Context: an optimization exercise on an open-source flow, tuned for small area. The choices shown serve that exercise and are no tape-out recipe. The RTL was checked by simulation tests, not by an equivalence proof against the original design. No activity file was given, so power comes from the tool's default toggle rates.

$ cat flow/config.mk
export PLATFORM = sky130hd
export DESIGN_NAME = timed_vent_actuator_control
export DESIGN_NICKNAME = timed_vent_actuator_control
export VERILOG_FILES = /design/flow/design.v
export SDC_FILE = /design/flow/constraint.sdc
export NUM_CORES = 4
export LEC_CHECK = 0
export CAP_MARGIN = 20
export CORE_MARGIN = 2
export CORE_UTILIZATION = 40
export SLEW_MARGIN = 20
$ cat flow/run.sh
#!/bin/bash
# synth_recipe.tcl (not shown) runs the flow's synth.tcl, then flattens the netlist and writes it again
# the make line also repeats each setting of config.mk as NAME=value (left out here)
make -C /OpenROAD-flow-scripts/flow DESIGN_CONFIG=/design/flow/config.mk WORK_HOME=/design/flow/orfs CLKGATE_MAP_FILE= SYNTH_SCRIPT=/design/flow/synth_recipe.tcl finish
$ cat flow/constraint.sdc
create_clock -name core_clock -period 12.0 [get_ports {clk}]
set_input_delay 2.4000 -clock core_clock [delete_from_list [all_inputs] [get_ports {clk}]]
set_output_delay 2.4000 -clock core_clock [all_outputs]
set_load 0.01 [all_outputs]
$ cat flow/design.v
`timescale 1ns / 1ps
package tvac_pkg;
  localparam int POS_W  = 24;
  localparam int TIME_W = 16;
  localparam int WIN_W  = 4;
  localparam int CFG_W  = 24;
  localparam logic [POS_W-1:0] POS_RESET = 24'd60000;
  localparam logic [1:0] ACT_TICK  = 2'd0;
  localparam logic [1:0] ACT_OPEN  = 2'd1;
  localparam logic [1:0] ACT_CLOSE = 2'd2;
  localparam logic [1:0] ACT_QUERY = 2'd3;
  localparam logic CFG_FULL_OPEN   = 1'b0;
  localparam logic CFG_RELAY_LEVEL = 1'b1;
endpackage
`timescale 1ns / 1ps
module tvac_ctrl (
  input  logic       clk,
  input  logic       rst,
  input  logic       start,
  input  logic [1:0] action,
  input  logic [3:0] window_index,
  output logic       busy,
  output logic       strobe,
  output logic       last,
  output logic       tick,
  output logic [1:0] act,
  output logic [3:0] wn
);
  logic take;
  assign take = start && !busy;
  assign last = strobe && !busy;
  assign tick = (act == tvac_pkg::ACT_TICK);
  always_ff @(posedge clk) begin
    if (rst) begin
      busy   <= 1'b0;
      strobe <= 1'b0;
    end else if (busy) begin
      if (!strobe) begin
        strobe <= 1'b1;
        busy   <= tick;
      end else begin
        busy   <= (wn[2:0] != 3'd6);
      end
    end else begin
      strobe <= 1'b0;
      busy   <= start;
    end
  end
  always_ff @(posedge clk) begin
    if (take) begin
      act <= action;
      wn  <= (action == tvac_pkg::ACT_TICK) ? 4'd0 : window_index;
    end else if (strobe && busy) begin
      wn  <= wn + 4'd1;
    end
  end
endmodule
`timescale 1ns / 1ps
module tvac_datapath (
  input  logic        clk,
  input  logic        rst,
  input  logic        start,
  input  logic        busy,
  input  logic        strobe,
  input  logic        tick,
  input  logic [1:0]  act,
  input  logic [3:0]  wn,
  input  logic [1:0]  action,
  input  logic [23:0] target_position,
  input  logic [15:0] elapsed_time,
  input  logic        cfg_write,
  input  logic        cfg_index,
  input  logic        cfg_data0,
  output logic        accepted,
  output logic        relay_open_drive,
  output logic        relay_close_drive,
  output logic        moving,
  output logic        moving_open,
  output logic        arrived,
  output logic [23:0] position_now
);
  localparam logic [23:0] REM_RESET = tvac_pkg::POS_RESET - 24'd1;
  logic [23:0] position [8];
  logic [23:0] target   [8];
  logic [23:0] rem      [8];
  logic        dir_open [8];
  logic        driving  [8];
  logic [23:0] data;
  logic        level_on;
  logic        fresh;
  logic [2:0]  rd;
  logic        present;
  logic        open_r;
  logic        close_r;
  logic        is_req;
  logic [23:0] pos_r, tgt_r, rem_r;
  logic        dir_r, drv_r, busy_r;
  logic [24:0] tsum;
  logic        arr;
  logic [24:0] rsum;
  logic        gt;
  logic        acc;
  logic        we;
  logic [23:0] pos_n, rem_n;
  logic        dir_n, drv_n, busy_n;
  always_ff @(posedge clk) begin
    if (start && !busy) begin
      data[23:16] <= target_position[23:16];
      data[15:0]  <= (action == tvac_pkg::ACT_TICK) ? elapsed_time : target_position[15:0];
    end
  end
  always_ff @(posedge clk) begin
    if (rst) begin
      level_on <= 1'b0;
    end else if (cfg_write && cfg_index == tvac_pkg::CFG_RELAY_LEVEL) begin
      level_on <= cfg_data0;
    end
  end
  always_ff @(posedge clk) begin
    if (rst) begin
      fresh <= 1'b1;
    end else if (strobe && tick && wn[2:0] == 3'd7) begin
      fresh <= 1'b0;
    end
  end
  assign rd      = wn[2:0];
  assign present = !wn[3];
  assign open_r  = (act == tvac_pkg::ACT_OPEN);
  assign close_r = (act == tvac_pkg::ACT_CLOSE);
  assign is_req  = open_r || close_r;
  assign pos_r  = fresh ? tvac_pkg::POS_RESET : position[rd];
  assign tgt_r  = fresh ? 24'd0 : target[rd];
  assign rem_r  = fresh ? REM_RESET : rem[rd];
  assign dir_r  = fresh ? 1'b0 : dir_open[rd];
  assign drv_r  = fresh ? 1'b0 : driving[rd];
  assign busy_r = !(&rem_r);
  assign tsum = {1'b0, rem_r} + {9'h1ff, ~data[15:0]} + 25'd1;
  assign arr  = tick && busy_r && tsum[24];
  assign rsum = {1'b0, data} + {1'b0, ~pos_r} + {24'd0, close_r};
  assign gt   = rsum[24] ^ close_r;
  assign acc  = is_req && present && !busy_r && gt;
  assign pos_n  = arr ? tgt_r : pos_r;
  assign rem_n  = tick ? (busy_n ? tsum[23:0] : 24'hffffff) : (rsum[23:0] ^ {24{close_r}});
  assign dir_n  = acc ? open_r : dir_r;
  assign drv_n  = tick ? (busy_r && !arr) : drv_r;
  assign busy_n = tick ? (busy_r && !arr) : (busy_r || acc);
  assign we     = strobe && (tick || acc);
  always_ff @(posedge clk) begin
    if (we) begin
      position[rd] <= pos_n;
      target[rd]   <= tick ? tgt_r : data;
      rem[rd]      <= rem_n;
      dir_open[rd] <= dir_n;
      driving[rd]  <= drv_n;
    end
  end
  assign accepted          = acc;
  assign arrived           = arr;
  assign moving            = present && busy_n;
  assign moving_open       = present && busy_n && dir_n;
  assign relay_open_drive  = (present && drv_n && dir_n) ? level_on : ~level_on;
  assign relay_close_drive = (present && drv_n && !dir_n) ? level_on : ~level_on;
  assign position_now      = present ? pos_n : 24'd0;
endmodule
`timescale 1ns / 1ps
module timed_vent_actuator_control #(
  parameter int WINDOW_COUNT = 8
) (
  input  logic                          clk,
  input  logic                          rst,
  input  logic                          start,
  output logic                          busy,
  input  logic [1:0]                    action,
  input  logic [tvac_pkg::WIN_W-1:0]    window_index,
  input  logic [tvac_pkg::POS_W-1:0]    target_position,
  input  logic [tvac_pkg::TIME_W-1:0]   elapsed_time,
  input  logic                          cfg_valid,
  output logic                          cfg_ready,
  input  logic                          cfg_index,
  input  logic [tvac_pkg::CFG_W-1:0]    cfg_data,
  output logic                          strobe,
  output logic [tvac_pkg::WIN_W-1:0]    window_number,
  output logic                          accepted,
  output logic                          relay_open_drive,
  output logic                          relay_close_drive,
  output logic                          moving,
  output logic                          moving_open,
  output logic                          arrived,
  output logic [tvac_pkg::POS_W-1:0]    position_now,
  output logic                          last
);
  logic       tick;
  logic [1:0] act;
  logic [3:0] wn;
  assign cfg_ready     = !busy;
  assign window_number = wn;
  tvac_ctrl u_ctrl (
    .clk         (clk),
    .rst         (rst),
    .start       (start),
    .action      (action),
    .window_index(window_index),
    .busy        (busy),
    .strobe      (strobe),
    .last        (last),
    .tick        (tick),
    .act         (act),
    .wn          (wn)
  );
  tvac_datapath u_datapath (
    .clk              (clk),
    .rst              (rst),
    .start            (start),
    .busy             (busy),
    .strobe           (strobe),
    .tick             (tick),
    .act              (act),
    .wn               (wn),
    .action           (action),
    .target_position  (target_position),
    .elapsed_time     (elapsed_time),
    .cfg_write        (cfg_valid && !busy),
    .cfg_index        (cfg_index),
    .cfg_data0        (cfg_data[0]),
    .accepted         (accepted),
    .relay_open_drive (relay_open_drive),
    .relay_close_drive(relay_close_drive),
    .moving           (moving),
    .moving_open      (moving_open),
    .arrived          (arrived),
    .position_now     (position_now)
  );
endmodule
==> results of run 1 <==
worst max-delay path, stage by stage, from the launching register on:
cell and delay, ns:
dfxtp_4 0.76, buf_12 0.49, mux4_2 0.58, mux2i_1 0.17, nor2_1 0.06, inv_1 0.22, ha_1 0.23, a21oi_1 0.11
fa_1 0.46, nor2b_1 0.15, o31a_1 0.27, o2111ai_1 0.18, a2111oi_0 0.62, buf_4 0.23, o211ai_1 0.10, o311ai_1 0.13
buf_4 0.23, nor4b_1 0.65, clkdlybuf4s50_1 0.69
cell usage in the layout (no fill, tap or decap), types with 10 or more instances in the layout:
cell,netlist,layout
mux2_2,28,28
a211o_1,11,11
o21ai_0,39,39
mux4_2,148,148
a21o_1,12,12
clkbuf_1,32,13
inv_1,50,50
clkinv_1,0,10
clkdlybuf4s50_1,0,89
ha_1,46,45
mux2i_1,57,57
xor2_1,26,26
o22a_1,14,14
a31oi_1,12,12
xnor2_1,42,42
nand2b_1,10,10
buf_4,7,32
nand2_1,64,64
nor2b_1,45,45
nand4_1,10,10
edfxtp_1,622,622
o21ai_1,12,12
clkbuf_16,0,68
a21oi_1,44,44
nor2_1,98,91
bufinv_16,0,12
power by group through the flow:
stage / combinational (W) / clock (W) / sequential [W]
floorplan: 0.000452 / 0 / 0.00252
global placement: 0.000592 / 0 / 0.00256
detailed placement: 0.000601 / 0 / 0.00256
CTS: 0.000604 / 0.00220 / 0.00252
global route: 0.000644 / 0.00228 / 0.00252
finish: 0.000597 / 0.00215 / 0.00251
logic make-up (layout without fill, tap and decap cells):
| kind of cell | Yosys count | after routing | synth area share |
|---|---|---|---|
| fa+ha+maj | 48 | 48 | 0.02237 |
| compound gates | 208 | 208 | 0.05016 |
| xor+xnor | 68 | 68 | 0.02164 |
| mux | 233 | 233 | 0.1533 |
| buf+inv | 125 | 296 | 0.01951 |
| flops | 629 | 629 | 0.6839 |
| simple gates | 279 | 279 | 0.04911 |
stage by stage:
stage	utilization	area, um2	setup WS (ns)	power, W
after floorplan	-	27520	1.756	0.002971
after global placement	0.4320	29520	2.989	0.003153
after detailed placement	0.4320	29520	3.016	0.003164
after CTS	0.4655	31820	2.314	0.005320
after global routing	0.4655	31820	2.182	0.005438
final	0.4655	31820	2.543	0.005264
how the worst max path moves through the flow:
stage / start / endpoint / cells past startpoint / slack [ns]
after global routing: flip-flop / accepted / 18 / 2.18
after detailed placement: flip-flop / accepted / 18 / 3.02
final: flip-flop / accepted / 18 / 2.54
after floorplan: flip-flop / u_datapath.dir_open[1] / 21 / 1.76
after global placement: flip-flop / accepted / 18 / 2.99
after CTS: flip-flop / accepted / 18 / 2.31
state kept, by name, summed over array words and instances (netlist names), 2 cells and up, named ones only:
register and count:
u_datapath.data 24, u_datapath.dir_open 8, u_ctrl.wn 4, u_datapath.position 192
u_datapath.rem 192, u_ctrl.act 2, u_datapath.target 192, u_datapath.driving 8
routing by layer:
metal	routed length, um	vias up	share of wire	GRT usage
met3	3424	81	0.050	0.02819
met4	1504	0	0.022	0.05785
met1	29860	7757	0.44	0.2694
li1	-	6550	-	-
met2	33180	423	0.49	0.3161
met5	0	-	0	0
cell type report:
| cell class | count | share of cell area |
|---|---|---|
| timing repair buffer | 122 | 0.03618 |
| sequential | 629 | 0.5919 |
| inverter | 52 | 0.006292 |
| tap | 882 | 0.03468 |
| clock buffer | 81 | 0.05502 |
| clock inverter | 41 | 0.01703 |
| multi-input combinational | 836 | 0.2589 |
==> results.yml, run 1 <==
critical_path:
  path_max_fanout: 66
  crit_arrival_ns: 7.06
  reg2regPathDepth: 21
  crit_type: "reg -> out"
  reg2reg_to: "u_datapath.driving[0]"
  reg2reg_slack_ns: 4.36
  cp-start-kind: "flip-flop"
  critPathRequiredTime_ns: 9.60
  end_kind: "output pin"
sta:
  tightest_slew_ns: 1.026
  fmax_ghz: 0.1057
  rsz0062_at_grt: "false"
  drv_slew: 0
  setup_violations: 0
  finClkSkew_ns: 0.02169
  fin_crit_sh: 0.7881
  hold_viol_final: 0
  min_period_ns: 9.457
  finalSetupTns_ns: 0
  relSlewSlack: 0.3143
  hold_slack_ns: 0.5701
detailed_routing:
  wire_per_inst_um: 25.72
  firstDrtPassIters: 5
  wirelength_mm: 67.97
  vias: 14810
  drtIter0Drc: 1185
  antenna_left: 0
  via_per_inst: 5.604
  drc_errors: 0
grt:
  antenna_found_initial: 1
  grt_pass1_wl_mm: 99.86
  gr-total-overflow: 0
  grt_use_total: 0.1933
  grt_start_max_net_pins: 67
  grt_pass1_vias: 15250
die:
  initial_core_util: 0.4026
  die_x_um: 266.3
  rows: 96
  num_io_pins: 113
  die_height_um: 266.3
  core_area_um2: 68350
  die_area_um2: 70910
placement:
  io_buffers: 89
  hpwl_mm: 41.89
  place_congestion: 0.8266
  post-place-cells: 2521
run:
  max_cap_viol_count: 0
synth:
  seq_area_frac_synth: 0.6839
  synth.most_common_cell: "edfxtp_1"
  synth_cell_types: 67
  synth_common_cells: "edfxtp_1 (622), mux4_2 (148), nor2_1 (98)"
  syn_area_um2: 27520
  synth-warning-count: 2
  synth-edff-count: 622
  synth_nets: 1713
  synthTopCellsByArea: "edfxtp_1 (68%), mux4_2 (12%), ha_1 (2.1%)"
  avgSynthCellArea_um2: 17.31
  synth_top_area_cell: "edfxtp_1"
  synthFlopType: "edfxtp_1"
  yosys.area.top_type_share: 0.6788
  synthArstFlopShare: 0
  synth_seq_cells: 629
  synthCells: 1590
final_layout:
  layout-drive-gt1-share: 0.1976
  register_area_um2: 18830
  syn2layout_area_growth_pct: 15.63
  nets: 1831
  n_fill_cell: 5799
  antenna_cells: 0
  multi_input_area_um2: 8237
  fin_cells: 2643
power:
  peakVddDrop_uv: 86.68
  power_frac_seq: 0.477
  p_clk_frac: 0.409
  p_switching_w: 0.001218
  switching_share: 0.2314
  intPower_w: 0.004046
  p_per_area_nw_per_um2: 165.4
  power.leakage_nw: 10.23
  power_frac_comb: 0.113
cts:
  cts_setup_buffers: 0
  cts_tree: "done"
  cts_buffer_depth: 3
  cts_buffers: 67
  post_cts_resized: 0
  htree_levels: 3
  hold_buffers: 0
  insertion_delay_ns: 0.61
  cts-root-buf: "clkbuf_16"
  cts.sinks: 629
  clk_pin_slew_ns: 0.06
outcome:
  outcome: "finished clean"
worst_hold_path:
  hold_class: "reg -> reg"
  hp-start: "u_ctrl.busy"
  hold_end: "u_ctrl.strobe"
  worstHoldPathCells: 2
==> run 2, diff against run 1 <==
--- a/flow/design.v
+++ b/flow/design.v
@@ -79,10 +79,10 @@
   output logic        arrived,
   output logic [23:0] position_now
 );
-  localparam logic [23:0] REM_RESET = tvac_pkg::POS_RESET - 24'd1;
+  localparam logic [23:0] REMX_RESET = ~(tvac_pkg::POS_RESET - 24'd1);
   logic [23:0] position [8];
   logic [23:0] target   [8];
-  logic [23:0] rem      [8];
+  logic [23:0] remx     [8];
   logic        dir_open [8];
   logic        driving  [8];
   logic [23:0] data;
@@ -93,7 +93,11 @@
   logic        open_r;
   logic        close_r;
   logic        is_req;
-  logic [23:0] pos_r, tgt_r, rem_r;
+  logic [7:0]  sel;
+  logic        rst_st;
+  logic [23:0] pos_m, tgt_m, remx_m;
+  logic        dir_m, drv_m;
+  logic [23:0] pos_r, tgt_r, remx_r;
   logic        dir_r, drv_r, busy_r;
   logic [24:0] tsum;
   logic        arr;
@@ -101,7 +105,7 @@
   logic        gt;
   logic        acc;
   logic        we;
-  logic [23:0] pos_n, rem_n;
+  logic [23:0] pos_n, remx_n;
   logic        dir_n, drv_n, busy_n;
   always_ff @(posedge clk) begin
     if (start && !busy) begin
@@ -128,19 +132,35 @@
   assign open_r  = (act == tvac_pkg::ACT_OPEN);
   assign close_r = (act == tvac_pkg::ACT_CLOSE);
   assign is_req  = open_r || close_r;
-  assign pos_r  = fresh ? tvac_pkg::POS_RESET : position[rd];
-  assign tgt_r  = fresh ? 24'd0 : target[rd];
-  assign rem_r  = fresh ? REM_RESET : rem[rd];
-  assign dir_r  = fresh ? 1'b0 : dir_open[rd];
-  assign drv_r  = fresh ? 1'b0 : driving[rd];
-  assign busy_r = !(&rem_r);
-  assign tsum = {1'b0, rem_r} + {9'h1ff, ~data[15:0]} + 25'd1;
+  assign rst_st  = fresh && present;
+  always_comb begin
+    for (int k = 0; k < 8; k++) sel[k] = present && !fresh && (rd == 3'(k));
+    pos_m  = '0;
+    tgt_m  = '0;
+    remx_m = '0;
+    dir_m  = 1'b0;
+    drv_m  = 1'b0;
+    for (int k = 0; k < 8; k++) begin
+      pos_m  = pos_m  | ({24{sel[k]}} & position[k]);
+      tgt_m  = tgt_m  | ({24{sel[k]}} & target[k]);
+      remx_m = remx_m | ({24{sel[k]}} & remx[k]);
+      dir_m  = dir_m  | (sel[k] & dir_open[k]);
+      drv_m  = drv_m  | (sel[k] & driving[k]);
+    end
+  end
+  assign pos_r  = pos_m  | ({24{rst_st}} & tvac_pkg::POS_RESET);
+  assign tgt_r  = tgt_m;
+  assign remx_r = remx_m | ({24{rst_st}} & REMX_RESET);
+  assign dir_r  = dir_m;
+  assign drv_r  = drv_m;
+  assign busy_r = |remx_r;
+  assign tsum = {1'b0, remx_r} + {9'd0, data[15:0]};
   assign arr  = tick && busy_r && tsum[24];
   assign rsum = {1'b0, data} + {1'b0, ~pos_r} + {24'd0, close_r};
   assign gt   = rsum[24] ^ close_r;
   assign acc  = is_req && present && !busy_r && gt;
   assign pos_n  = arr ? tgt_r : pos_r;
-  assign rem_n  = tick ? (busy_n ? tsum[23:0] : 24'hffffff) : (rsum[23:0] ^ {24{close_r}});
+  assign remx_n = tick ? (busy_n ? tsum[23:0] : 24'd0) : (rsum[23:0] ^ {24{open_r}});
   assign dir_n  = acc ? open_r : dir_r;
   assign drv_n  = tick ? (busy_r && !arr) : drv_r;
   assign busy_n = tick ? (busy_r && !arr) : (busy_r || acc);
@@ -149,18 +169,18 @@
     if (we) begin
       position[rd] <= pos_n;
       target[rd]   <= tick ? tgt_r : data;
-      rem[rd]      <= rem_n;
+      remx[rd]     <= remx_n;
       dir_open[rd] <= dir_n;
       driving[rd]  <= drv_n;
     end
   end
   assign accepted          = acc;
   assign arrived           = arr;
-  assign moving            = present && busy_n;
-  assign moving_open       = present && busy_n && dir_n;
-  assign relay_open_drive  = (present && drv_n && dir_n) ? level_on : ~level_on;
-  assign relay_close_drive = (present && drv_n && !dir_n) ? level_on : ~level_on;
-  assign position_now      = present ? pos_n : 24'd0;
+  assign moving            = busy_n;
+  assign moving_open       = busy_n && dir_n;
+  assign relay_open_drive  = (drv_n && dir_n) ? level_on : ~level_on;
+  assign relay_close_drive = (drv_n && !dir_n) ? level_on : ~level_on;
+  assign position_now      = pos_n;
 endmodule
 `timescale 1ns / 1ps
 module timed_vent_actuator_control #(
--- a/flow/config.mk
+++ b/flow/config.mk
@@ -5,7 +5,10 @@
 export SDC_FILE = /design/flow/constraint.sdc
 export NUM_CORES = 4
 export LEC_CHECK = 0
+export ABC_AREA = 1
 export CAP_MARGIN = 20
 export CORE_MARGIN = 2
 export CORE_UTILIZATION = 40
+export CTS_BUF_LIST = sky130_fd_sc_hd__clkbuf_8
+export CTS_CLUSTER_SIZE = 24
 export SLEW_MARGIN = 20
==> results.yml, run 2 <==
critical_path:
  cp_num_buf_inv: 7
  cp_top_family: "buffers and inverters"
  critPathRequiredTime_ns: 9.60
  crit_arrival_ns: 7.24
  end_kind: "output pin"
  slowest_delay_ns: 0.72
  path_max_fanout: 35
  cp_slowest_cell: "clkdlybuf4s50_1"
  crit_chain: "inv_1 -> ha_1 -> inv_1 -> nor2_1 -> nand2_2 -> inv_2 -> buf_4 -> nand2_1 -> and3_1 -> nand3b_1 -> ha_1 -> a21oi_1 -> o21ai_0 -> a21oi_1 -> nand2_1 -> nand3_1 -> nor3_2 -> nand2_2 -> inv_2 -> buf_4 -> nand2_1 -> o21ai_1 -> clkdlybuf4s50_1"
  crit_type: "reg -> out"
  cp-start-kind: "flip-flop"
  cpMostUsedCell: "nand2_1"
final_layout:
  nets: 2427
  mostFrequentLayoutCells: "nand2_1 (640), edfxtp_1 (622), inv_1 (128), nor2_1 (104), clkbuf_8 (100)"
  antenna_cells: 0
  multi_input_area_um2: 7008
  largestRegisters: "u_datapath.position: 192 flops, u_datapath.remx: 192 flops, u_datapath.target: 192 flops"
  syn2layout_area_growth_pct: 14.35
  register_area_um2: 18760
  layout-drive-gt1-share: 0.09114
  n_fill_cell: 5808
  final_util: 0.4614
  final_common_cell: "nand2_1"
placement:
  hpwl_mm: 41.63
  place_congestion: 0.9364
  io_buffers: 89
power:
  switching_share: 0.2326
  power_frac_comb: 0.070
  power_frac_seq: 0.549
  p_per_area_nw_per_um2: 149.0
  power.leakage_nw: 10.72
  peakVddDrop_uv: 113.4
  power_w: 0.004521
  p_clk_frac: 0.381
  p_switching_w: 0.001052
  intPower_w: 0.003470
sta:
  min_period_ns: 9.640
  finClkSkew_ns: 0.03748
  rsz0062_at_grt: "false"
  finalSetupTns_ns: 0
  fin_crit_sh: 0.8033
  fmax_ghz: 0.1037
  tightest_slew_ns: 1.176
  hold_viol_final: 0
  hold_slack_ns: 0.5170
  drv_slew: 0
  relSlewSlack: 0.2140
  setup_violations: 0
cts:
  cts_buffers: 98
  cts.sinks: 626
  cts_tree: "done"
  cts_buffer_depth: 3
  cts-root-buf: "clkbuf_8"
  cts_setup_buffers: 0
  htree_levels: 3
  insertion_delay_ns: 0.70
  clk_pin_slew_ns: 0.06
  post_cts_resized: 0
  hold_buffers: 0
die:
  rows: 94
  die_x_um: 261.5
  die_height_um: 261.5
  die_area_um2: 68400
  initial_core_util: 0.4035
  core_area_um2: 65750
  num_io_pins: 113
synth:
  synthCells: 2157
  synth-edff-count: 622
  synth_nets: 2282
  avgSynthCellArea_um2: 12.30
  synth_cell_types: 54
  synth_seq_cells: 626
  syn_area_um2: 26530
  synth_top_area_cell: "edfxtp_1"
  synthFlopType: "edfxtp_1"
  synthArstFlopShare: 0
  synth_common_cells: "nand2_1 (640), edfxtp_1 (622), nor2_1 (113)"
  synth-warning-count: 2
  yosys.area.top_type_share: 0.7040
  synthTopCellsByArea: "edfxtp_1 (70%), nand2_1 (9.1%), ha_1 (2.2%)"
  synth.most_common_cell: "nand2_1"
  seq_area_frac_synth: 0.7070
detailed_routing:
  drc_errors: 0
  drtIter0Drc: 1533
  via_per_inst: 5.382
  antenna_left: 0
  vias: 17470
  firstDrtPassIters: 5
  wirelength_mm: 71.44
  wire_per_inst_um: 22.01
run:
  max_cap_viol_count: 0
grt:
  antenna_found_initial: 2
  grt_pass1_wl_mm: 105.1
  grt_pass1_vias: 16810
  grt_start_max_net_pins: 70
  grt_use_total: 0.2095
  gr-total-overflow: 0
worst_hold_path:
  hold_class: "reg -> reg"
outcome:
  outcome: "finished clean"
[run 2: tightest hold or removal path, stage by stage, from the launching register on]
cell	delay (ns)
dfxtp_1	0.32
inv_1	0.09
a21oi_1	0.06
[run 2: power by group through the flow]
stage | Sequential, W | Combinational [W] | Clock [W]
5_1_grt | 0.00248 | 0.000348 | 0.00185
4_1_cts | 0.00248 | 0.000314 | 0.00176
3_3_place_gp | 0.00253 | 0.000303 | 0
2_1_floorplan | 0.00252 | 0.000195 | 0
3_5_place_dp | 0.00253 | 0.000312 | 0
6_report | 0.00248 | 0.000317 | 0.00172
[run 2: worst paths after layout]
check                                            endpoint           startpoint  slack [ns]  cells after the start
worst max-delay path                     position_now[20]         u_ctrl.wn[1]        2.36                     23
worst min-delay path                  u_datapath.level_on  u_datapath.level_on        0.52                      2
worst max register to register  u_datapath.position[2][5]         u_ctrl.wn[0]        4.47                     27
worst min register to register        u_datapath.level_on  u_datapath.level_on        0.52                      2
[run 2: kinds of logic after synthesis]
kind of cell               count (synthesis)  share of synthesized area
and+or+nand+nor                          928                     0.1461
DFF                                      626                     0.7070
AOI/OAI and AO/OA                        311                    0.07602
buffers and inverters                    197                    0.03155
adders and majority gates                 50                    0.02443
xor gates and xnor gates                  45                    0.01486
[run 2: layout make-up]
type	count	area share
Timing Repair Buffer	125	0.03869
Clock inverter	79	0.01633
Inverter	117	0.01464
Multi-Input combinational cell	1334	0.2310
Clock buffer	100	0.04537
Tap cell	864	0.03563
Sequential cell	626	0.6183
[run 2: per-stage QoR]
stage               setup WS, ns  instance area (um2)  std cells
floorplan                  4.309                26530       2157
global placement           3.197                28460       3066
detailed placement         3.087                28460       3066
CTS                        2.315                30340       3245
global route               1.804                30340       3245
finish                     2.360                30340       3245
[run 2: metal layers]
metal	wire length, um	vias up	track usage
met5	11	-	0
met4	2347	2	0.08744
met3	5871	148	0.04665
met2	33970	705	0.3439
met1	29240	8546	0.2691
li1	-	8064	-
==> run 3, diff against run 2 <==
==> flow/flow/run.sh (new file) <==
#!/bin/bash
# Own layout flow:
#  1. the standard synthesis (standard.sh synth), unchanged;
#  2. its combinational logic re-mapped for area by Yosys/ABC (resynth.tcl, area.abc);
#     the flip-flops are kept as black boxes, so every register keeps its name and cell;
#  3. the rest of the standard layout (standard.sh finish) on that netlist, with the
#     smallest buffer cell for the port buffers (every port still gets one) and a clock
#     tree of clkbuf_8 cells without dummy loads.
# Each tool's output goes to its own log file here.
set -euo pipefail
HERE=$(pwd)
R=$HERE/orfs/results/$FLOW_PLATFORM/timed_vent_actuator_control/base
LIB=$FLOW_HOME/platforms/$FLOW_PLATFORM/lib/sky130_fd_sc_hd__tt_025C_1v80.lib

bash standard.sh synth > synth.log 2>&1
cp $R/1_2_yosys.v $HERE/standard_synth.v

RS_IN=$HERE/standard_synth.v RS_OUT=$HERE/resynth.v RS_LIB=$LIB RS_TOP=$FLOW_TOP \
  RS_SCRIPT=$HERE/flow/area.abc yosys -c $HERE/flow/resynth.tcl > resynth.log 2>&1
cp $HERE/resynth.v $R/1_2_yosys.v
rm -f $R/1_synth.odb $R/1_synth.sdc

CTS="-sink_clustering_enable -repair_clock_nets -dont_use_dummy_load -buf_list sky130_fd_sc_hd__clkbuf_8 -sink_clustering_size 16 -sink_clustering_max_diameter 60"
bash standard.sh finish \
  "BUFFER_PORTS_ARGS=-buffer_cell sky130_fd_sc_hd__buf_1" \
  "CTS_ARGS=$CTS" > layout.log 2>&1
==> flow/flow/area.abc (new file) <==
strash; balance; rewrite; refactor; balance; rewrite -z; rewrite -z; dc2; dch -f; amap; topo
==> flow/flow/resynth.tcl (new file) <==
# Re-map the combinational logic of a synthesized netlist; flip-flops kept as they are.
# env: RS_IN RS_OUT RS_LIB RS_TOP RS_SCRIPT
yosys -import
set lib $::env(RS_LIB)
read_liberty -ignore_miss_func $lib
# sequential cells stay as black boxes, with their instance names
foreach m {dfxtp dfxbp edfxtp edfxbp dfrtp dfrtn dfrbp dfstp dfsbp dfbbp dfbbn sdfxtp sdfxbp sedfxtp sedfxbp dlxtp dlxbn dlxtn dlclkp sdlclkp} {
  catch { blackbox sky130_fd_sc_hd__${m}_* }
}
read_verilog -defer $::env(RS_IN)
hierarchy -top $::env(RS_TOP)
flatten
opt -purge
abc -liberty $lib -dont_use *probe* -dont_use *lpflow* -script $::env(RS_SCRIPT)
opt_clean -purge
hilomap -singleton -hicell sky130_fd_sc_hd__conb_1 HI -locell sky130_fd_sc_hd__conb_1 LO
insbuf -buf sky130_fd_sc_hd__buf_4 A X
opt_clean -purge
tee -o $::env(RS_OUT).stat stat -liberty $lib
write_verilog -noattr -nohex -nodec $::env(RS_OUT)
==> flow/standard.sh (new file) <==
#!/bin/bash
# synth_recipe.tcl (not shown) runs the flow's synth.tcl, then flattens the netlist and writes it again
# the make line also repeats each setting of config.mk as NAME=value (left out here)
make -C /OpenROAD-flow-scripts/flow DESIGN_CONFIG=/design/flow/config.mk WORK_HOME=/design/flow/orfs CLKGATE_MAP_FILE= SYNTH_SCRIPT=/design/flow/synth_recipe.tcl "${@:-finish}"
--- a/flow/config.mk
+++ b/flow/config.mk
@@ -9,6 +9,4 @@
 export CAP_MARGIN = 20
 export CORE_MARGIN = 2
 export CORE_UTILIZATION = 40
-export CTS_BUF_LIST = sky130_fd_sc_hd__clkbuf_8
-export CTS_CLUSTER_SIZE = 24
 export SLEW_MARGIN = 20
removed: flow/run.sh
==> results.yml, run 3 <==
critical_path:
  setup.worst_path.end: "relay_open_drive"
  crit_type: "reg -> out"
  r2r_start: "u_ctrl.wn[2]"
  reg2reg_to: "u_datapath.position[7][9]"
  crit_arrival_ns: 8.81
  path_max_fanout: 10
  reg2regPathDepth: 38
  cpMostUsedCell: "nand2_1"
  crit_start: "u_ctrl.wn[2]"
  cp_slowest_cell: "edfxtp_1"
  cp-start-kind: "flip-flop"
  reg2reg_slack_ns: 2.59
  end_kind: "output pin"
  critPathRequiredTime_ns: 9.60
  slowest_delay_ns: 0.57
run:
  max_cap_viol_count: 0
final_layout:
  largestRegisters: "u_datapath.position: 192 flops, u_datapath.remx: 192 flops, u_datapath.target: 192 flops"
  syn2layout_area_growth_pct: 11.28
  mostFrequentLayoutCells: "edfxtp_1 (622), nor2_1 (133), nand2_1 (121), a222oi_1 (120), buf_1 (89)"
  layout-drive-gt1-share: 0.08198
  n_fill_cell: 5194
  final_common_cell: "edfxtp_1"
  antenna_cells: 0
  nets: 1797
detailed_routing:
  wirelength_mm: 65.45
  via_per_inst: 6.082
  drc_errors: 0
  vias: 15220
  wire_per_inst_um: 26.16
  drtIter0Drc: 1746
  antenna_left: 0
  firstDrtPassIters: 8
cts:
  clk_pin_slew_ns: 0.08
  cts.sinks: 626
  cts_tree: "done"
  htree_levels: 2
  cts-root-buf: "clkbuf_8"
  cts_buffers: 50
  cts_buffer_depth: 3
  insertion_delay_ns: 0.69
sta:
  fin_crit_sh: 0.9343
  drv_slew: 0
  hold_viol_final: 0
  finalSetupTns_ns: 0
  finClkSkew_ns: 0.07992
  min_period_ns: 11.21
  setup_violations: 0
  relSlewSlack: 0.4169
  fmax_ghz: 0.08919
  rsz0062_at_grt: "false"
  tightest_slew_ns: 0.8692
power:
  power.leakage_nw: 7.988
  p_per_area_nw_per_um2: 137.4
  power_w: 0.003697
  peakVddDrop_uv: 76.10
synth:
  syn_area_um2: 24170
  avgSynthCellArea_um2: 15.89
  synthCells: 1521
  synth_nets: 1596
  synth-warning-count: 2
die:
  num_io_pins: 113
  rows: 90
  die_height_um: 249.8
  initial_core_util: 0.4027
  die_area_um2: 62410
  die_x_um: 249.8
  core_area_um2: 60020
grt:
  grt_pass1_vias: 15120
  grt_pass1_wl_mm: 96.61
  gr-total-overflow: 0
  grt_start_max_net_pins: 75
  grt_use_total: 0.2071
  antenna_found_initial: 0
placement:
  place_congestion: 0.8258
  hpwl_mm: 35.38
  io_buffers: 89
outcome:
  outcome: "finished clean"
worst_hold_path:
  hold_class: "reg -> reg"
## run 3: changes by cell type in the layout (fill, tap and decap cells not counted), moves of 63 or more
| cell | previous run | this run |
|---|---|---|
| a222oi_1 | 0 | 120 |
| buf_1 | 0 | 89 |
| clkdlybuf4s50_1 | 89 | 0 |
| inv_1 | 128 | 0 |
| nand2_1 | 640 | 121 |
| nand3_1 | 87 | 24 |
## run 3: area by class of cell
type                            count  area [um2]  area share
Timing Repair Buffer              153       939.7     0.03493
Inverter                           73       277.8     0.01033
Sequential cell                   626       18760      0.6974
Multi-Input combinational cell    818        5256      0.1954
Tap cell                          782       978.4     0.03638
Clock buffer                       50       688.2     0.02558
## run 3: repair_timing
action,CTS,global route
resized for setup,0,7
endpoints found under the setup margin,0,27
buffers inserted,0,14
hold buffers,0,0
## run 3: per-layer routing
| metal | up-vias | GRT usage | routed length (um) |
|---|---|---|---|
| li1 | 6731 | - | - |
| met1 | 7700 | 0.2785 | 27150 |
| met2 | 657 | 0.3437 | 31240 |
| met3 | 129 | 0.03463 | 5142 |
| met4 | 0 | 0.06799 | 1910 |
| met5 | - | 0 | 0 |
## run 3: per-stage QoR
step                hold WS [ns]  utilization  instance area, um2  instances  setup slack (ns)
finish                    0.4999       0.4482               26900       2502            0.7884
global route              0.5270       0.4482               26900       2502           0.02693
CTS                       0.4997       0.4457               26750       2488            0.3274
detailed placement        0.4860       0.4343               26060       2438             1.077
global placement          0.4833       0.4343               26060       2438             1.184
floorplan                 0.4542            -               24170       1521            -1.668
## run 3: worst min path at each step
stage / to / slack (ns) / from / cells after the start
floorplan: u_datapath.level_on / 0.45 / u_datapath.level_on / 2
global placement: u_datapath.level_on / 0.48 / u_datapath.level_on / 2
detailed placement: u_datapath.level_on / 0.49 / u_datapath.level_on / 2
CTS: u_datapath.level_on / 0.50 / u_datapath.level_on / 2
global route: u_datapath.level_on / 0.53 / u_datapath.level_on / 2
finish: u_datapath.level_on / 0.50 / u_datapath.level_on / 2
## run 3: critical path: cells and delay by family (launching register included)
family / cells / cell delay, ns
AO/OA/AOI/OAI: 17 / 3.83
XOR/XNOR: 1 / 0.16
AND/OR/NAND/NOR: 17 / 2.42
flip-flops: 1 / 0.57
buffers and inverters: 7 / 1.16
## run 3: power breakdown
part	total (W)	internal (W)	leakage, nW	switching (W)
Combinational	0.000216	0.0000605	2.16	0.000156
Sequential	0.00246	0.00244	5.47	0.0000151
Clock	0.00102	0.000372	0.359	0.000650
==> run 4, diff against run 3 <==
--- a/flow/design.v
+++ b/flow/design.v
@@ -100,6 +100,7 @@
   logic [23:0] pos_r, tgt_r, remx_r;
   logic        dir_r, drv_r, busy_r;
   logic [24:0] tsum;
+  logic [23:0] add_a, add_b;
   logic        arr;
   logic [24:0] rsum;
   logic        gt;
@@ -154,9 +155,11 @@
   assign dir_r  = dir_m;
   assign drv_r  = drv_m;
   assign busy_r = |remx_r;
-  assign tsum = {1'b0, remx_r} + {9'd0, data[15:0]};
+  assign add_a = tick ? remx_r : data;
+  assign add_b = tick ? {8'd0, data[15:0]} : ~pos_r;
+  assign tsum  = {1'b0, add_a} + {1'b0, add_b} + {24'd0, close_r};
+  assign rsum = tsum;
   assign arr  = tick && busy_r && tsum[24];
-  assign rsum = {1'b0, data} + {1'b0, ~pos_r} + {24'd0, close_r};
   assign gt   = rsum[24] ^ close_r;
   assign acc  = is_req && present && !busy_r && gt;
   assign pos_n  = arr ? tgt_r : pos_r;
@@ -166,9 +169,13 @@
   assign busy_n = tick ? (busy_r && !arr) : (busy_r || acc);
   assign we     = strobe && (tick || acc);
   always_ff @(posedge clk) begin
+    if (strobe && (acc || (tick && fresh))) begin
+      target[rd] <= tick ? 24'd0 : data;
+    end
+  end
+  always_ff @(posedge clk) begin
     if (we) begin
       position[rd] <= pos_n;
-      target[rd]   <= tick ? tgt_r : data;
       remx[rd]     <= remx_n;
       dir_open[rd] <= dir_n;
       driving[rd]  <= drv_n;
--- a/flow/config.mk
+++ b/flow/config.mk
@@ -6,7 +6,7 @@
 export NUM_CORES = 4
 export LEC_CHECK = 0
 export ABC_AREA = 1
-export CAP_MARGIN = 20
+export CAP_MARGIN = 0
 export CORE_MARGIN = 2
 export CORE_UTILIZATION = 40
-export SLEW_MARGIN = 20
+export SLEW_MARGIN = 0
==> results.yml, run 4 <==
sta:
  fin_crit_sh: 0.9561
  worst_slack_ns: 0.5269
  setup_violations: 0
  fmax_ghz: 0.08716
  relSlewSlack: 0.2064
  tightest_slew_ns: 1.183
  min_period_ns: 11.47
  hold_viol_final: 0
  finClkSkew_ns: 0.07614
  drv_slew: 0
final_layout:
  layout-drive-gt1-share: 0.1119
  fin_area_um2: 26550
  mostFrequentLayoutCells: "edfxtp_1 (622), a222oi_1 (113), nand2_1 (97), buf_1 (89), nor2_1 (87)"
  nets: 1686
  fin_cells: 2383
  final_common_cell: "edfxtp_1"
  n_fill_cell: 5083
  largestRegisters: "u_datapath.position: 192 flops, u_datapath.remx: 192 flops, u_datapath.target: 192 flops"
  final_util: 0.4524
  syn2layout_area_growth_pct: 12.56
detailed_routing:
  firstDrtPassIters: 8
  via_per_inst: 6.116
  drc_errors: 0
  vias: 14580
  drtIter0Drc: 1829
  antenna_left: 0
  wirelength_mm: 64.12
  wire_per_inst_um: 26.91
critical_path:
  cp_top_family: "compound AO/OA/AOI/OAI gates"
  slowest_delay_ns: 0.47
  crit_type: "reg -> out"
  crit_arrival_ns: 9.07
  cp_slowest_cell: "edfxtp_1"
  path_max_fanout: 11
  reg2regPathDepth: 38
  cp-start-kind: "flip-flop"
  end_kind: "output pin"
  critPathRequiredTime_ns: 9.60
  path_depth: 38
  cp_num_buf_inv: 7
  cpMostUsedCell: "nand2_1"
run:
  max_cap_viol_count: 0
synth:
  synthCells: 1393
  synth-warning-count: 2
  avgSynthCellArea_um2: 16.93
  syn_area_um2: 23590
  synth_nets: 1468
die:
  die_height_um: 246.8
  die_x_um: 246.8
  rows: 89
  initial_core_util: 0.4019
  core_area_um2: 58690
  die_area_um2: 60920
  num_io_pins: 113
grt:
  grt_pass1_wl_mm: 94.90
  antenna_found_initial: 1
  grt_use_total: 0.2119
  gr-total-overflow: 0
  grt_start_max_net_pins: 65
  grt_pass1_vias: 14590
placement:
  pre_cts_slack_ns: 0.7163
  io_buffers: 89
  post-place-cells: 2323
  place_area_um2: 25670
  hpwl_mm: 36.74
  place_congestion: 0.8209
cts:
  clk_pin_slew_ns: 0.05
  cts-root-buf: "clkbuf_8"
  cts.sinks: 626
  cts_tree: "done"
  insertion_delay_ns: 0.69
  cts_buffer_depth: 3
  htree_levels: 2
  hold_buffers: 0
  cts_buffers: 46
power:
  peakVddDrop_uv: 87.37
  power_frac_comb: 0.075
  power.leakage_nw: 8.023
  p_switching_w: 0.0008465
  power_frac_seq: 0.663
  intPower_w: 0.002893
  switching_share: 0.2263
  p_clk_frac: 0.262
  p_per_area_nw_per_um2: 140.9
outcome:
  outcome: "finished clean"
worst_hold_path:
  hold_class: "reg -> reg"
  worstHoldPathCells: 2
==> run 4: worst paths after layout <==
kind / startpoint / end / slack [ns]
max: u_ctrl.wn[2] / position_now[15] / 0.53
min: u_datapath.level_on / u_datapath.level_on / 0.50
max reg2reg: u_ctrl.wn[2] / u_datapath.position[2][11] / 1.72
min reg2reg: u_datapath.level_on / u_datapath.level_on / 0.50
==> run 4: through the flow <==
stage	setup TNS (ns)	power (W)	hold slack, ns
after CTS	0	0.003754	0.5018
after global placement	0	0.002790	0.4806
after floorplan	0	0.002691	0.4601
after detailed placement	0	0.002801	0.4939
after global routing	-0.2533	0.003869	0.5263
final	0	0.003740	0.4997
==> run 4: layout make-up <==
cell class / count / area, um2 / area share
Sequential cell: 626 / 18760 / 0.7066
Multi-Input combinational cell: 722 / 4936 / 0.1859
Timing Repair Buffer: 174 / 1092 / 0.04115
Tap cell: 773 / 967.2 / 0.03643
Clock buffer: 46 / 633.1 / 0.02385
Inverter: 41 / 157.7 / 0.005939
Antenna cell: 1 / 2.502 / 0.00009426
==> run 4: layer usage <==
metal,vias up,track usage,routed length [um]
met1,7419,0.2788,25540
met4,0,0.06414,1661
met2,710,0.3630,31810
met3,115,0.03245,5109
li1,6331,-,-
met5,-,0,0
==> run 4: power by group through the flow <==
stage	clock, W	combinational (W)	sequential [W]
after global placement	0	0.000259	0.00253
final	0.000979	0.000280	0.00248
after CTS	0.00100	0.000270	0.00248
after global routing	0.00108	0.000310	0.00248
after floorplan	0	0.000164	0.00253
after detailed placement	0	0.000269	0.00253
==> run 4: repair_timing <==
item,4_1_cts,5_1_grt
pin swaps,0,4
resized for setup,1,24
endpoints found under the setup margin,1,30
buffers inserted,0,13
endpoints found under the hold margin,0,0
==> run 4: tightest hold or removal path: stages, from the launching register on <==
cell and delay, ns:
dfxtp_1 0.32, clkinv_1 0.07, a211oi_1 0.06
==> run 5, diff against run 4 <==
--- a/flow/config.mk
+++ b/flow/config.mk
@@ -6,7 +6,8 @@
 export NUM_CORES = 4
 export LEC_CHECK = 0
 export ABC_AREA = 1
-export CAP_MARGIN = 0
+export CAP_MARGIN = 20
 export CORE_MARGIN = 2
 export CORE_UTILIZATION = 40
-export SLEW_MARGIN = 0
+export PLACE_DENSITY = 0.8
+export SLEW_MARGIN = 20
==> results.yml, run 5 <==
outcome:
  outcome: "finished clean"
synth:
  synth_nets: 1468
  synth-warning-count: 2
  avgSynthCellArea_um2: 16.93
  syn_area_um2: 23590
  synthCells: 1393
die:
  num_io_pins: 113
  die_area_um2: 60920
  die_x_um: 246.8
  initial_core_util: 0.4019
  rows: 89
  core_area_um2: 58690
  die_height_um: 246.8
final_layout:
  mostFrequentLayoutCells: "edfxtp_1 (622), a222oi_1 (113), nand2_1 (97), buf_1 (89), nor2_1 (87)"
  nets: 1680
  n_fill_cell: 4828
  layout-drive-gt1-share: 0.1098
  fin_area_um2: 26470
  final_common_cell: "edfxtp_1"
  syn2layout_area_growth_pct: 12.24
  multi_input_area_um2: 4957
  final_util: 0.4511
  largestRegisters: "u_datapath.position: 192 flops, u_datapath.remx: 192 flops, u_datapath.target: 192 flops"
  register_area_um2: 18760
sta:
  drv_slew: 0
  setup_violations: 0
  finClkSkew_ns: 0.05224
  relSlewSlack: 0.2643
  tightest_slew_ns: 1.101
  rsz0062_at_grt: "false"
  finalSetupTns_ns: 0
  min_period_ns: 11.41
  hold_viol_final: 0
  fmax_ghz: 0.08766
  fin_crit_sh: 0.9506
cts:
  cts_buffer_depth: 3
  insertion_delay_ns: 0.64
  htree_levels: 2
  cts_buffers: 45
  cts-root-buf: "clkbuf_8"
  clk_pin_slew_ns: 0.10
  cts.sinks: 626
  cts_tree: "done"
detailed_routing:
  vias: 14960
  drtIter0Drc: 2388
  antenna_left: 0
  wirelength_mm: 62.71
  firstDrtPassIters: 9
  wire_per_inst_um: 26.38
  drc_errors: 0
  via_per_inst: 6.294
critical_path:
  crit_type: "reg -> out"
  cp-start-kind: "flip-flop"
  cp_top_family: "compound AO/OA/AOI/OAI gates"
  slowest_delay_ns: 0.66
  cpMostUsedCell: "nand2_1"
  end_kind: "output pin"
  path_max_fanout: 39
  cp_num_buf_inv: 7
  cp_slowest_cell: "o22ai_1"
  crit_arrival_ns: 9.01
  reg2reg_slack_ns: 1.63
  critPathRequiredTime_ns: 9.60
run:
  max_cap_viol_count: 0
placement:
  io_buffers: 89
  place_area_um2: 25600
  place_congestion: 0.8803
  hpwl_mm: 37.03
power:
  p_per_area_nw_per_um2: 140.4
  p_switching_w: 0.0008356
  power.leakage_nw: 7.988
  power_frac_comb: 0.075
  peakVddDrop_uv: 83.44
  intPower_w: 0.002882
  power_w: 0.003718
  p_clk_frac: 0.257
  power_frac_seq: 0.668
  switching_share: 0.2248
grt:
  grt_use_total: 0.2027
  grt_pass1_vias: 14990
  grt_start_max_net_pins: 51
  antenna_found_initial: 1
  gr-total-overflow: 0
  grt_pass1_wl_mm: 92.00
worst_hold_path:
  hold_class: "reg -> reg"
-- run 5: tightest hold or removal path, stage by stage (launching register included) --
cell and delay (ns):
dfxtp_1 0.34, clkinv_1 0.07, a211oi_1 0.07
-- run 5: per-layer routing --
layer / wire length [um] / global-route usage / vias to the layer above
li1: - / - / 6328
met1: 22090 / 0.2529 / 7374
met2: 30580 / 0.3438 / 1068
met3: 7520 / 0.04330 / 189
met4: 2505 / 0.08274 / 2
met5: 11 / 0 / -
-- run 5: cell type report --
| class | instances | share of cell area |
|---|---|---|
| multi-input combinational | 722 | 0.1873 |
| timing repair buffer | 169 | 0.03795 |
| tap | 773 | 0.03654 |
| clock buffer | 45 | 0.02340 |
| sequential | 626 | 0.7086 |
| inverter | 41 | 0.006145 |
| antenna | 1 | 0.00009453 |
-- run 5: power groups by stage --
stage / clock, W / sequential [W] / combinational, W
3_5_place_dp: 0 / 0.00253 / 0.000264
2_1_floorplan: 0 / 0.00253 / 0.000164
3_3_place_gp: 0 / 0.00253 / 0.000249
5_1_grt: 0.00103 / 0.00248 / 0.000305
4_1_cts: 0.000959 / 0.00248 / 0.000267
6_report: 0.000956 / 0.00248 / 0.000280
-- run 5: worst paths after layout --
check / endpoint / from / cells after the start
min reg2reg: u_datapath.level_on / u_datapath.level_on / 2
max: position_now[6] / u_ctrl.wn[1] / 38
min: u_datapath.level_on / u_datapath.level_on / 2
max reg2reg: u_datapath.remx[2][22] / u_ctrl.wn[1] / 41
-- run 5: repair_timing --
action                     4_1_cts  5_1_grt
hold buffers                     0        0
gates resized for setup         12       13
buffers inserted                 0       15
pin swaps                        0        4
setup endpoints to repair       23       30
-- run 5: metrics by stage --
step	setup WS [ns]	instances	hold WS, ns
finish	0.5926	2377	0.5192
floorplan	0.08274	1393	0.4601
global route	0.05007	2376	0.5460
CTS	0.04174	2361	0.5176
detailed placement	0.3407	2316	0.5068
global placement	0.6016	2315	0.4849
==> run 6, diff against run 5 <==
--- a/flow/config.mk
+++ b/flow/config.mk
@@ -9,5 +9,4 @@
 export CAP_MARGIN = 20
 export CORE_MARGIN = 2
 export CORE_UTILIZATION = 40
-export PLACE_DENSITY = 0.8
 export SLEW_MARGIN = 20
==> results.yml, run 6 <==
outcome:
  outcome: "finished clean"
die:
  initial_core_util: 0.4019
  die_height_um: 246.8
  core_area_um2: 58690
  die_x_um: 246.8
  rows: 89
  die_area_um2: 60920
  num_io_pins: 113
final_layout:
  syn2layout_area_growth_pct: 12.57
  layout-drive-gt1-share: 0.1125
  fin_area_um2: 26550
  largestRegisters: "u_datapath.position: 192 flops, u_datapath.remx: 192 flops, u_datapath.target: 192 flops"
  multi_input_area_um2: 4940
  final_util: 0.4524
  nets: 1686
  register_area_um2: 18760
  mostFrequentLayoutCells: "edfxtp_1 (622), a222oi_1 (113), nand2_1 (97), buf_1 (89), nor2_1 (87)"
  fin_cells: 2383
  final_common_cell: "edfxtp_1"
  n_fill_cell: 5084
power:
  p_clk_frac: 0.262
  peakVddDrop_uv: 87.40
  power_frac_seq: 0.663
  p_per_area_nw_per_um2: 140.9
  power.leakage_nw: 8.023
  power_frac_comb: 0.075
  p_switching_w: 0.0008481
  switching_share: 0.2267
  intPower_w: 0.002894
detailed_routing:
  via_per_inst: 6.124
  vias: 14590
  highest_layer: "met4"
  wl_met3_mm: 4.762
  wire_per_inst_um: 26.91
  firstDrtPassIters: 6
  drc_errors: 0
  drtIter0Drc: 1729
  wirelength_mm: 64.14
  wl_met2_mm: 31.79
  m1WireLength_mm: 25.88
  antenna_left: 0
critical_path:
  cp_slowest_cell: "edfxtp_1"
  slowest_delay_ns: 0.46
  crit_arrival_ns: 9.06
  critPathRequiredTime_ns: 9.60
  cp-start-kind: "flip-flop"
  crit_type: "reg -> out"
  cp_num_buf_inv: 7
  cpMostUsedCell: "nand2_1"
  path_max_fanout: 11
  cp_top_family: "compound AO/OA/AOI/OAI gates"
  end_kind: "output pin"
sta:
  hold_viol_final: 0
  fin_crit_sh: 0.9549
  finClkSkew_ns: 0.07487
  drv_slew: 0
  min_period_ns: 11.46
  hold_slack_ns: 0.4997
  worst_slack_ns: 0.5414
  relSlewSlack: 0.3323
  fmax_ghz: 0.08727
  setup_violations: 0
  tightest_slew_ns: 0.9924
synth:
  synth-warning-count: 2
  synthCells: 1393
  syn_area_um2: 23590
  synth_nets: 1468
  avgSynthCellArea_um2: 16.93
placement:
  pre_cts_slack_ns: 0.7163
  post-place-cells: 2323
  place_congestion: 0.8209
  hpwl_mm: 36.74
  io_buffers: 89
  place_area_um2: 25670
run:
  max_cap_viol_count: 0
cts:
  cts_buffers: 46
  clk_pin_slew_ns: 0.05
  insertion_delay_ns: 0.69
  cts-root-buf: "clkbuf_8"
  hold_buffers: 0
  htree_levels: 2
  cts_tree: "done"
  cts_buffer_depth: 3
  cts.sinks: 626
grt:
  gr-total-overflow: 0
  grt_use_total: 0.2119
  antenna_found_initial: 1
  grt_pass1_wl_mm: 94.90
  grt_start_max_net_pins: 65
  grt_pass1_vias: 14590
worst_hold_path:
  hold_class: "reg -> reg"
run 6: timing repair:
action,CTS,global route
cloned,0,0
pin swaps,0,4
setup buffers,0,13
setup endpoints to repair,1,30
resized for setup,1,24
run 6: layout make-up:
type / count / area share
inverter: 41 / 0.005938
clock buffer: 46 / 0.02385
antenna: 1 / 0.00009425
sequential: 626 / 0.7065
tap: 773 / 0.03643
timing repair buffer: 174 / 0.04114
multi-input combinational: 722 / 0.1861
run 6: power by group through the flow:
stage / registers, W / clock network [W] / logic [W]
floorplan: 0.00253 / 0 / 0.000164
global placement: 0.00253 / 0 / 0.000259
detailed placement: 0.00253 / 0 / 0.000269
CTS: 0.00248 / 0.00100 / 0.000270
global route: 0.00248 / 0.00108 / 0.000311
finish: 0.00248 / 0.000981 / 0.000279
run 6: per-stage QoR:
stage | power, W | TNS [ns]
after floorplan | 0.002691 | 0
after global placement | 0.002790 | 0
after detailed placement | 0.002801 | 0
after CTS | 0.003754 | 0
after global routing | 0.003869 | -0.2535
final | 0.003742 | 0
run 6: path summary, 6_finish.rpt:
check,slack [ns],endpoint,startpoint,depth (start not counted)
setup / recovery,0.54,position_now[15],u_ctrl.wn[2],38
hold / removal,0.50,u_datapath.level_on,u_datapath.level_on,2
setup reg to reg,1.90,u_datapath.remx[2][11],u_ctrl.wn[2],38
hold reg to reg,0.50,u_datapath.level_on,u_datapath.level_on,2
run 6: worst reg2reg max path, delay by kind of cell, from the launching register on:
family | cells | cell delay [ns]
compound gates | 21 | 4.68
simple gates | 12 | 3.60
buf+inv | 5 | 1.07
flops | 1 | 0.46
run 6: layer usage:
metal | vias up | track usage
met1 | 7478 | 0.2788
met3 | 121 | 0.03245
met5 | - | 0
met4 | 0 | 0.06414
li1 | 6338 | -
met2 | 656 | 0.3630
==> run 7, diff against run 6 <==
--- a/flow/flow/run.sh
+++ b/flow/flow/run.sh
@@ -20,7 +20,7 @@
 cp $HERE/resynth.v $R/1_2_yosys.v
 rm -f $R/1_synth.odb $R/1_synth.sdc
 
-CTS="-sink_clustering_enable -repair_clock_nets -dont_use_dummy_load -buf_list sky130_fd_sc_hd__clkbuf_8 -sink_clustering_size 16 -sink_clustering_max_diameter 60"
+CTS="-sink_clustering_enable -repair_clock_nets -dont_use_dummy_load -buf_list sky130_fd_sc_hd__clkbuf_4 -sink_clustering_size 10 -sink_clustering_max_diameter 40"
 bash standard.sh finish \
   "BUFFER_PORTS_ARGS=-buffer_cell sky130_fd_sc_hd__buf_1" \
   "CTS_ARGS=$CTS" > layout.log 2>&1
==> results.yml, run 7 <==
critical_path:
  cp_top_family: "compound AO/OA/AOI/OAI gates"
  critPathRequiredTime_ns: 9.60
  cpMostUsedCell: "nand2_1"
  crit_arrival_ns: 9.04
  path_max_fanout: 18
  crit_type: "reg -> out"
  cp_slowest_cell: "edfxtp_1"
  cp-start-kind: "flip-flop"
  cp_num_buf_inv: 10
  end_kind: "output pin"
  slowest_delay_ns: 0.46
cts:
  cts_buffers: 77
  cts-root-buf: "clkbuf_4"
  insertion_delay_ns: 0.84
  cts.sinks: 626
  cts_buffer_depth: 3
  cts_tree: "done"
  htree_levels: 3
  clk_pin_slew_ns: 0.07
detailed_routing:
  vias: 14760
  wire_per_inst_um: 26.67
  antenna_left: 0
  drtIter0Drc: 1639
  firstDrtPassIters: 8
  drc_errors: 0
  wirelength_mm: 64.44
  via_per_inst: 6.109
sta:
  setup_violations: 0
  hold_viol_final: 0
  fmax_ghz: 0.08745
  min_period_ns: 11.44
  tightest_slew_ns: 0.9191
  fin_crit_sh: 0.9529
  finClkSkew_ns: 0.09387
  drv_slew: 0
  worst_slack_ns: 0.5649
  finalSetupTns_ns: 0
  relSlewSlack: 0.3873
power:
  power_frac_seq: 0.671
  p_per_area_nw_per_um2: 139.6
  power_w: 0.003700
  power_frac_comb: 0.076
  p_clk_frac: 0.254
  power.leakage_nw: 8.056
  switching_share: 0.2310
  peakVddDrop_uv: 76.08
  p_switching_w: 0.0008549
  intPower_w: 0.002845
final_layout:
  nets: 1719
  fin_cells: 2416
  largestRegisters: "u_datapath.position: 192 flops, u_datapath.remx: 192 flops, u_datapath.target: 192 flops"
  syn2layout_area_growth_pct: 12.42
  fin_area_um2: 26520
  layout-drive-gt1-share: 0.1315
  mostFrequentLayoutCells: "edfxtp_1 (622), a222oi_1 (113), nand2_1 (96), buf_1 (89), nor2_1 (87)"
  final_common_cell: "edfxtp_1"
grt:
  gr-total-overflow: 0
  grt_pass1_wl_mm: 95.61
  grt_start_max_net_pins: 65
  grt_pass1_vias: 14880
  grt_use_total: 0.2140
  antenna_found_initial: 1
die:
  num_io_pins: 113
  initial_core_util: 0.4019
  die_x_um: 246.8
  core_area_um2: 58690
  rows: 89
  die_area_um2: 60920
  die_height_um: 246.8
placement:
  place_congestion: 0.8209
  pre_cts_slack_ns: 0.7163
  io_buffers: 89
  hpwl_mm: 36.74
  place_area_um2: 25670
  post-place-cells: 2323
synth:
  synth_nets: 1468
  synth-warning-count: 2
  synthCells: 1393
  syn_area_um2: 23590
  avgSynthCellArea_um2: 16.93
worst_hold_path:
  hold_class: "reg -> reg"
outcome:
  outcome: "finished clean"
run:
  max_cap_viol_count: 0
[run 7: path summary, 6_finish.rpt]
path / from / endpoint / slack, ns / cells after the start
min: u_datapath.level_on / u_datapath.level_on / 0.50 / 2
max reg2reg: u_ctrl.wn[1] / u_datapath.remx[2][17] / 2.04 / 41
min reg2reg: u_datapath.level_on / u_datapath.level_on / 0.50 / 2
max: u_ctrl.wn[1] / position_now[13] / 0.56 / 42
[run 7: worst min-delay path: cells and delay by family (launching register included)]
kind | cells | cell delay, ns
AOI/OAI and AO/OA | 1 | 0.06
buffers and inverters | 1 | 0.07
DFF | 1 | 0.33
[run 7: routing by layer]
layer | share of wire | wire length [um] | up-vias | GRT usage
met5 | 0 | 0 | - | 0
met1 | 0.40 | 25880 | 7499 | 0.2798
met3 | 0.075 | 4837 | 123 | 0.03267
met2 | 0.50 | 31930 | 698 | 0.3620
li1 | - | - | 6439 | -
met4 | 0.028 | 1787 | 0 | 0.07920
[run 7: cell type report]
cell class	instances	area, um2
fillers	5108	32170
flip-flops and latches	626	18760
multi-input cells	722	4947
repair buffers	176	1104
well taps	773	967.2
clock buffers	77	578.1
inverters	41	158.9
diodes	1	2.502
[run 7: what timing repair did]
action,CTS,global route
buffers inserted,3,12
resized for setup,3,24
hold buffers,0,0
pin swaps,1,5
setup endpoints to repair,12,30
[run 7: power groups by stage]
stage | clock (W) | sequential (W) | combinational [W]
2_1_floorplan | 0 | 0.00253 | 0.000164
3_3_place_gp | 0 | 0.00253 | 0.000259
3_5_place_dp | 0 | 0.00253 | 0.000269
4_1_cts | 0.000963 | 0.00248 | 0.000270
5_1_grt | 0.00105 | 0.00248 | 0.000311
6_report | 0.000939 | 0.00248 | 0.000280
[run 7: per-stage QoR]
stage | util | hold slack, ns
floorplan | - | 0.4601
global placement | 0.4375 | 0.4806
detailed placement | 0.4375 | 0.4939
CTS | 0.4480 | 0.5053
global route | 0.4518 | 0.5298
finish | 0.4518 | 0.5026
==> run 8, diff against run 7 <==
--- a/flow/flow/run.sh
+++ b/flow/flow/run.sh
@@ -20,7 +20,7 @@
 cp $HERE/resynth.v $R/1_2_yosys.v
 rm -f $R/1_synth.odb $R/1_synth.sdc
 
-CTS="-sink_clustering_enable -repair_clock_nets -dont_use_dummy_load -buf_list sky130_fd_sc_hd__clkbuf_4 -sink_clustering_size 10 -sink_clustering_max_diameter 40"
+CTS="-sink_clustering_enable -repair_clock_nets -dont_use_dummy_load -buf_list sky130_fd_sc_hd__clkbuf_16 -sink_clustering_size 30 -sink_clustering_max_diameter 60"
 bash standard.sh finish \
   "BUFFER_PORTS_ARGS=-buffer_cell sky130_fd_sc_hd__buf_1" \
   "CTS_ARGS=$CTS" > layout.log 2>&1
==> flow/flow/area.abc (replaced) <==
strash; balance; rewrite; refactor; balance; rewrite -z; rewrite -z; dc2; dch -f; amap; topo; stime -c; buffer -c; upsize -c; dnsize -c
==> results.yml, run 8 <==
die:
  num_io_pins: 113
  core_area_um2: 59240
  die_area_um2: 62190
  initial_core_util: 0.4066
  rows: 89
  die_height_um: 249.4
  die_x_um: 249.4
cts:
  cts_buffer_depth: 3
  clk_pin_slew_ns: 0.07
  insertion_delay_ns: 0.59
  cts_tree: "done"
  cts-root-buf: "clkbuf_16"
  cts_buffers: 40
  hold_buffers: 0
  post_cts_resized: 0
  cts.sinks: 626
  cts_setup_buffers: 0
  htree_levels: 2
grt:
  antenna_found_initial: 0
  grt_pass1_wl_mm: 94.98
  grt_pass1_vias: 14220
  gr-total-overflow: 0
  grt_use_total: 0.2059
  grt_start_max_net_pins: 49
detailed_routing:
  drc_errors: 0
  via_per_inst: 6.138
  wire_per_inst_um: 27.64
  antenna_left: 0
  firstDrtPassIters: 6
  vias: 14410
  wirelength_mm: 64.87
  drtIter0Drc: 1808
sta:
  setup_violations: 0
  rsz0062_at_grt: "false"
  hold_slack_ns: 0.5277
  hold_viol_final: 0
  relSlewSlack: 0.3537
  finalSetupTns_ns: 0
  tightest_slew_ns: 0.9605
  fin_crit_sh: 0.9410
  drv_slew: 0
  fmax_ghz: 0.08856
  worst_slack_ns: 0.7078
  finClkSkew_ns: 0.05129
  min_period_ns: 11.29
critical_path:
  crit_start: "u_ctrl.wn[0]"
  critPathRequiredTime_ns: 9.60
  r2r_start: "u_ctrl.wn[0]"
  cp_slowest_cell: "a41oi_1"
  path_max_fanout: 25
  crit_type: "reg -> out"
  crit_arrival_ns: 8.89
  end_kind: "output pin"
  reg2regPathDepth: 36
  slowest_delay_ns: 0.59
  cp-start-kind: "flip-flop"
final_layout:
  largestRegisters: "u_datapath.position: 192 flops, u_datapath.remx: 192 flops, u_datapath.target: 192 flops"
  mostFrequentLayoutCells: "edfxtp_1 (622), a222oi_1 (113), nand2_1 (96), buf_1 (89), nor2_1 (84)"
  antenna_cells: 0
  layout-drive-gt1-share: 0.1004
  nets: 1651
  final_common_cell: "edfxtp_1"
  syn2layout_area_growth_pct: 10.72
  n_fill_cell: 5122
synth:
  synthCells: 1480
  syn_area_um2: 24090
  synth-warning-count: 2
  synth_nets: 1555
  avgSynthCellArea_um2: 16.27
power:
  p_clk_frac: 0.314
  p_switching_w: 0.0008769
  power_frac_seq: 0.618
  p_per_area_nw_per_um2: 150.5
  peakVddDrop_uv: 102.0
  power_w: 0.004015
  power.leakage_nw: 8.160
  switching_share: 0.2184
  power_frac_comb: 0.068
  intPower_w: 0.003138
placement:
  place_congestion: 0.7775
  pre_cts_slack_ns: 1.340
  hpwl_mm: 36.36
  io_buffers: 89
outcome:
  outcome: "finished clean"
run:
  max_cap_viol_count: 0
worst_hold_path:
  hold_class: "reg -> reg"
  hp-start: "u_datapath.level_on"
  worstHoldPathCells: 2
-- run 8: power by group through the flow --
stage | clock [W] | sequential [W] | combinational [W]
5_1_grt | 0.00135 | 0.00248 | 0.000304
4_1_cts | 0.00128 | 0.00248 | 0.000273
2_1_floorplan | 0 | 0.00253 | 0.000177
3_5_place_dp | 0 | 0.00253 | 0.000272
3_3_place_gp | 0 | 0.00253 | 0.000261
6_report | 0.00126 | 0.00248 | 0.000272
-- run 8: per-layer routing --
metal,vias up,track usage,share of wire
li1,6281,-,-
met1,7467,0.2775,0.41
met2,572,0.3529,0.50
met3,87,0.02826,0.069
met4,0,0.05164,0.022
met5,-,0,0
-- run 8: worst max-delay path: cells and delay by family (launching register included) --
kind / cells / cell delay (ns)
flops: 1 / 0.51
buf+inv: 9 / 1.81
compound gates: 14 / 3.39
simple gates: 13 / 2.58
-- run 8: path summary, 6_finish.rpt --
| kind | slack [ns] | to |
|---|---|---|
| worst max-delay path | 0.71 | position_now[1] |
| worst min-delay path | 0.53 | u_datapath.level_on |
| worst max register to register | 2.50 | u_datapath.position[1][13] |
| worst min register to register | 0.53 | u_datapath.level_on |
-- run 8: per-stage QoR --
stage	area, um2	util	instances
2_1_floorplan	24090	-	1480
3_3_place_gp	25670	0.4333	2307
3_5_place_dp	25670	0.4333	2307
4_1_cts	26670	0.4502	2347
5_1_grt	26670	0.4502	2347
6_report	26670	0.4502	2347
-- run 8: final cells by class --
type,count,area [um2],share of cell area
Sequential cell,626,18760,0.7034
Inverter,41,176.4,0.006615
Multi-Input combinational cell,722,4961,0.1860
Timing Repair Buffer,145,804.5,0.03017
Tap cell,773,967.2,0.03627
Clock buffer,40,1001,0.03753

-- separate check: timing with driven ports --
How much do the figures lean on ideal ports? The routed layouts below were timed once more, with nothing changed but the port constraints. Step 1 sets driving cells, clkbuf_16 on the clock port and buf_2 on the other inputs (assumed; they add their load-dependent delay and slew). Step 2 times the ports against the registers' clock, not the clock port: input delays grow and output delays shrink by t, the midpoint of the rising clock arrivals with the driver on. Three values: ideal, step 1, step 2; two values: the first two.
| run | shift t [ns] | setup slack, ns | slew at the worst register clock pin (ns) | pins driven straight from the clock port |
|---|---|---|---|---|
| run 1 | 0.662 | 2.543 / 2.481 / 3.143 | 0.06 / 0.06 | 1 |
| run 2 | 0.738 | 2.360 / 2.307 / 3.044 | 0.07 / 0.07 | 1 |
| run 3 | 0.701 | 0.788 / 0.734 / 1.435 | 0.11 / 0.11 | 1 |
| run 4 | 0.701 | 0.527 / 0.476 / 1.177 | 0.10 / 0.10 | 1 |
| run 5 | 0.670 | 0.593 / 0.540 / 1.210 | 0.11 / 0.11 | 1 |
| run 6 | 0.699 | 0.541 / 0.490 / 1.189 | 0.11 / 0.11 | 1 |
| run 7 | 0.846 | 0.565 / 0.517 / 1.362 | 0.12 / 0.12 | 1 |
| run 8 | 0.627 | 0.708 / 0.649 / 1.277 | 0.10 / 0.10 | 1 |
After both steps setup and hold are still met in every run listed.
